This is an optimization exercise on Yosys and OpenROAD, whose aim is small area, a short achievable clock period and few clock cycles per item, not a production implementation.
Function was checked by simulation only, so behaviour that the tests miss may differ from the original.
Power is estimated from default activity; no workload was simulated.

Setup of v2:
## msort_top
module msort_top (
  input  wire        clk,
  input  wire        rst,
  input  wire [63:0] i_rec,
  input  wire        i_rec_valid,
  input  wire [2:0]  i_rec_idx,
  input  wire        i_req_full,
  input  wire        i_out_full,
  output wire [2:0]  o_req_idx,
  output wire        o_req_valid,
  output wire [63:0] o_rec,
  output wire        o_valid
);
Size: roughly 2,400 flip-flops, ~140 I/O pins, roughly 95,000 sq um of cells after synthesis.
Settings: LEC_CHECK=0, CAP_MARGIN=20, CORE_MARGIN=2, CORE_UTILIZATION=45, SETUP_SLACK_MARGIN=5, SLEW_MARGIN=20; clock period 10.0 ns.
standard.sh (not shown) runs the stock make flow with config.mk's settings and CLKGATE_MAP_FILE= SYNTH_SCRIPT=/design/flow/synth_recipe.tcl, a recipe that flattens the netlist after the stock synthesis.
==> flow/flow/run.sh <==
#!/bin/bash
set -euo pipefail
MARGIN=6
sed -e "s/SETUP_SLACK_MARGIN=[0-9.]*/SETUP_SLACK_MARGIN=${MARGIN}/" standard.sh > standard_margin.sh
grep -q "SETUP_SLACK_MARGIN=${MARGIN}" standard_margin.sh
bash standard_margin.sh > flow.log 2>&1
v2 finished all stages; layout check result: FAIL, due to max-capacitance violations, max-slew violations.
Testbench counts of v2, summed over its fixed seeds: cycles 15,389, records 12,966.
Input changes introduced in v44 (baseline for comparison: v2):
==> flow/run.sh (new file) <==
#!/bin/bash
# synth_recipe.tcl (not shown) runs the flow's synth.tcl, then flattens the netlist and writes it again
# the make line also repeats each setting of config.mk as NAME=value (left out here)
make -C /OpenROAD-flow-scripts/flow DESIGN_CONFIG=/design/flow/config.mk WORK_HOME=/design/flow/orfs CLKGATE_MAP_FILE= SYNTH_SCRIPT=/design/flow/synth_recipe.tcl finish
removed: flow/flow/run.sh
removed: flow/standard.sh
## What came out
- For the area used by multi-input combinational logic, v44 came in 1400 sq um lower than v2 did.
- Taking v2 as the reference, in v44 minimum setup slack after placement moved down; layout filler cell count moved up.
- There was hardly any difference in clock buffer and inverter area fraction after layout between v44 and v2.
- Among v2 and v44, a clean, completed layout was produced by v44 alone.
- v44: proportion of total power due to net switching is 0.15 points lower than what v2 reported.
- Synthesis-to-finish area growth, v2 and v44: larger value in v2
- Quantity of I/O buffers inserted on ports: v44 vs v2 identical
- Route | v44 vs v2 | wire shorter in v44
- Summary: with v2 as the reference, final instance area in v44 moved down by a few percent.
- Destination of the critical timing path: u_tree.bcnt[4][1] -> v44, u_tree.e2_head[0][58] -> v2
- Compared with v2, v44 shows a lower setup slack of the critical path after layout.
Setup changes, v44 to v12
Settings: CTS_BUF_LIST now sky130_fd_sc_hd__clkbuf_16, previously not set; CTS_CLUSTER_DIAMETER now 50, previously not set; CTS_CLUSTER_SIZE now 20, previously not set.
==> flow/flow/run.sh (new file) <==
#!/bin/bash
set -euo pipefail
MARGIN=6
sed -e "s/SETUP_SLACK_MARGIN=[0-9.]*/SETUP_SLACK_MARGIN=${MARGIN}/" standard.sh > standard_margin.sh
grep -q "SETUP_SLACK_MARGIN=${MARGIN}" standard_margin.sh
bash standard_margin.sh > flow.log 2>&1
==> flow/standard.sh (new file) <==
#!/bin/bash
# synth_recipe.tcl (not shown) runs the flow's synth.tcl, then flattens the netlist and writes it again
# the make line also repeats each setting of config.mk as NAME=value (left out here)
make -C /OpenROAD-flow-scripts/flow DESIGN_CONFIG=/design/flow/config.mk WORK_HOME=/design/flow/orfs CLKGATE_MAP_FILE= SYNTH_SCRIPT=/design/flow/synth_recipe.tcl "${@:-finish}"
removed: flow/run.sh
Findings:
- v12: flow complete, layout not clean; failing: max-capacitance violations, max-slew violations
- Cells: v12 has more instances than v44
- Of v44 and v12, the higher non-clock buffer instance count of the final layout belongs to v12.
- Against v44, the final cell area of v12 is higher.
- The total wire length after detailed routing in v12 was higher than what v44 gave.
- When the final numbers for v44 and v12 were put side by side, the max-slew violation total from the final report turned out to be smaller in v44.
- On final worst clock skew, the higher figure sits with v44, not v12.
For v24, these inputs were changed with respect to v12:
Settings: CTS_CLUSTER_SIZE no longer set, was 20; CTS_CLUSTER_DIAMETER no longer set, was 50; CTS_BUF_LIST no longer set, was sky130_fd_sc_hd__clkbuf_16.
==> flow/flow/run.sh <==
#!/bin/bash
set -euo pipefail
MARGIN=6
sed -e "s/SETUP_SLACK_MARGIN=[0-9.]*/SETUP_SLACK_MARGIN=${MARGIN} SKIP_GATE_CLONING=1/" standard.sh > standard_margin.sh
grep -q "SETUP_SLACK_MARGIN=${MARGIN} SKIP_GATE_CLONING=1" standard_margin.sh
bash standard_margin.sh > flow.log 2>&1
==> run summary <==
v24 | stages: all done | timing, DRC, antenna: all pass. Wire length on met2 ends up higher on v12. On v24: number of cells on the worst reg-to-reg path is 2 lower than what v12 gave. The buffering stage count on the worst path with inverters included of v24 falls short of that of v12 by 1. Launch point of the worst path = u_tree.head[7][37]: v24; launch point of the worst path = u_tree.head[2][36]: v12. The global-route usage in v24 sits 0.31 points below the value recorded for v12. Looking only at power, and setting everything else aside, the higher value of v24 and v12 goes to v12. Comparing v24 and v12, wire length is lower on v24. Between v24 and v12, the detailed-route wire length on metal 1 is lower for v24. Of v24 and v12, v12 shows the lower final worst setup slack, with v24 above it. Count of clock-buffer cells in the layout was lower in the run labelled v12.

========
Another version of the RTL of msort_top (not shown whole).
Size in the first run: roughly 8000 cells after synthesis, roughly 3000 flip-flops, ~140 I/O pins.
==> flow/config.mk <==
export PLATFORM = sky130hd
export DESIGN_NAME = msort_top
export DESIGN_NICKNAME = msort_top
export VERILOG_FILES = /design/flow/design.v
export SDC_FILE = /design/flow/constraint.sdc
export NUM_CORES = 4
export LEC_CHECK = 0
export CAP_MARGIN = 20
export CORE_MARGIN = 2
export CORE_UTILIZATION = 40
export SLEW_MARGIN = 20
==> flow/constraint.sdc <==
create_clock -name core_clock -period 10.0 [get_ports {clk}]
set_input_delay 2.0000 -clock core_clock [delete_from_list [all_inputs] [get_ports {clk}]]
set_output_delay 2.0000 -clock core_clock [all_outputs]
set_load 0.01 [all_outputs]
run.sh (not shown) runs the stock make flow with config.mk's settings and CLKGATE_MAP_FILE= SYNTH_SCRIPT=/design/flow/synth_recipe.tcl, a recipe that flattens the netlist after the stock synthesis.
Stock flow here: none of the scripts above is used.
The starting point produced a clean layout.
Testbench counts at the start, summed over its fixed seeds: cycles 15,286, records 12,966.
Then changed:
Settings changed: CORE_UTILIZATION 40 to 55, SETUP_SLACK_MARGIN set to 5.
Clock skew barely changes.
Die area came out lower by 27%.
Wire length goes up by 4.0%.
Maximum frequency rose by 14%.

-- separate check: timing with driven ports --
The flow's constraints put no driver on any port. The routed layouts listed below were extracted and timed again, unchanged, in two steps.
Step 1: set_driving_cell puts a clkbuf_16 on clk and a buf_2 on each other input, an assumption about the parent block.
Step 2 times the ports against the registers' clock, not the clock port: input delays grow and output delays shrink by t, the midpoint of the rising clock arrivals with the driver on.
Slacks: ideal ports / drivers / drivers and shift; pairs: ideal ports / drivers.
run	t, ns	slack for setup (ns)	worst slew at a driven data input, ns
v2	0.974	5.894 / 5.894 / 5.066	0.13
v44	0.967	5.037 / 5.037 / 4.667	0.19
v12	0.961	5.844 / 5.844 / 4.995	0.12
v24	0.970	5.880 / 5.880 / 5.087	0.13
the first run of note 2	0.948	4.399 / 4.399 / 4.399	0.11
the second run of note 2	1.020	5.065 / 5.065 / 4.588	0.17
For v12, which loses most, drivers alone change the setup slack by 0.000 ns; drivers and shift together by -0.849 ns.
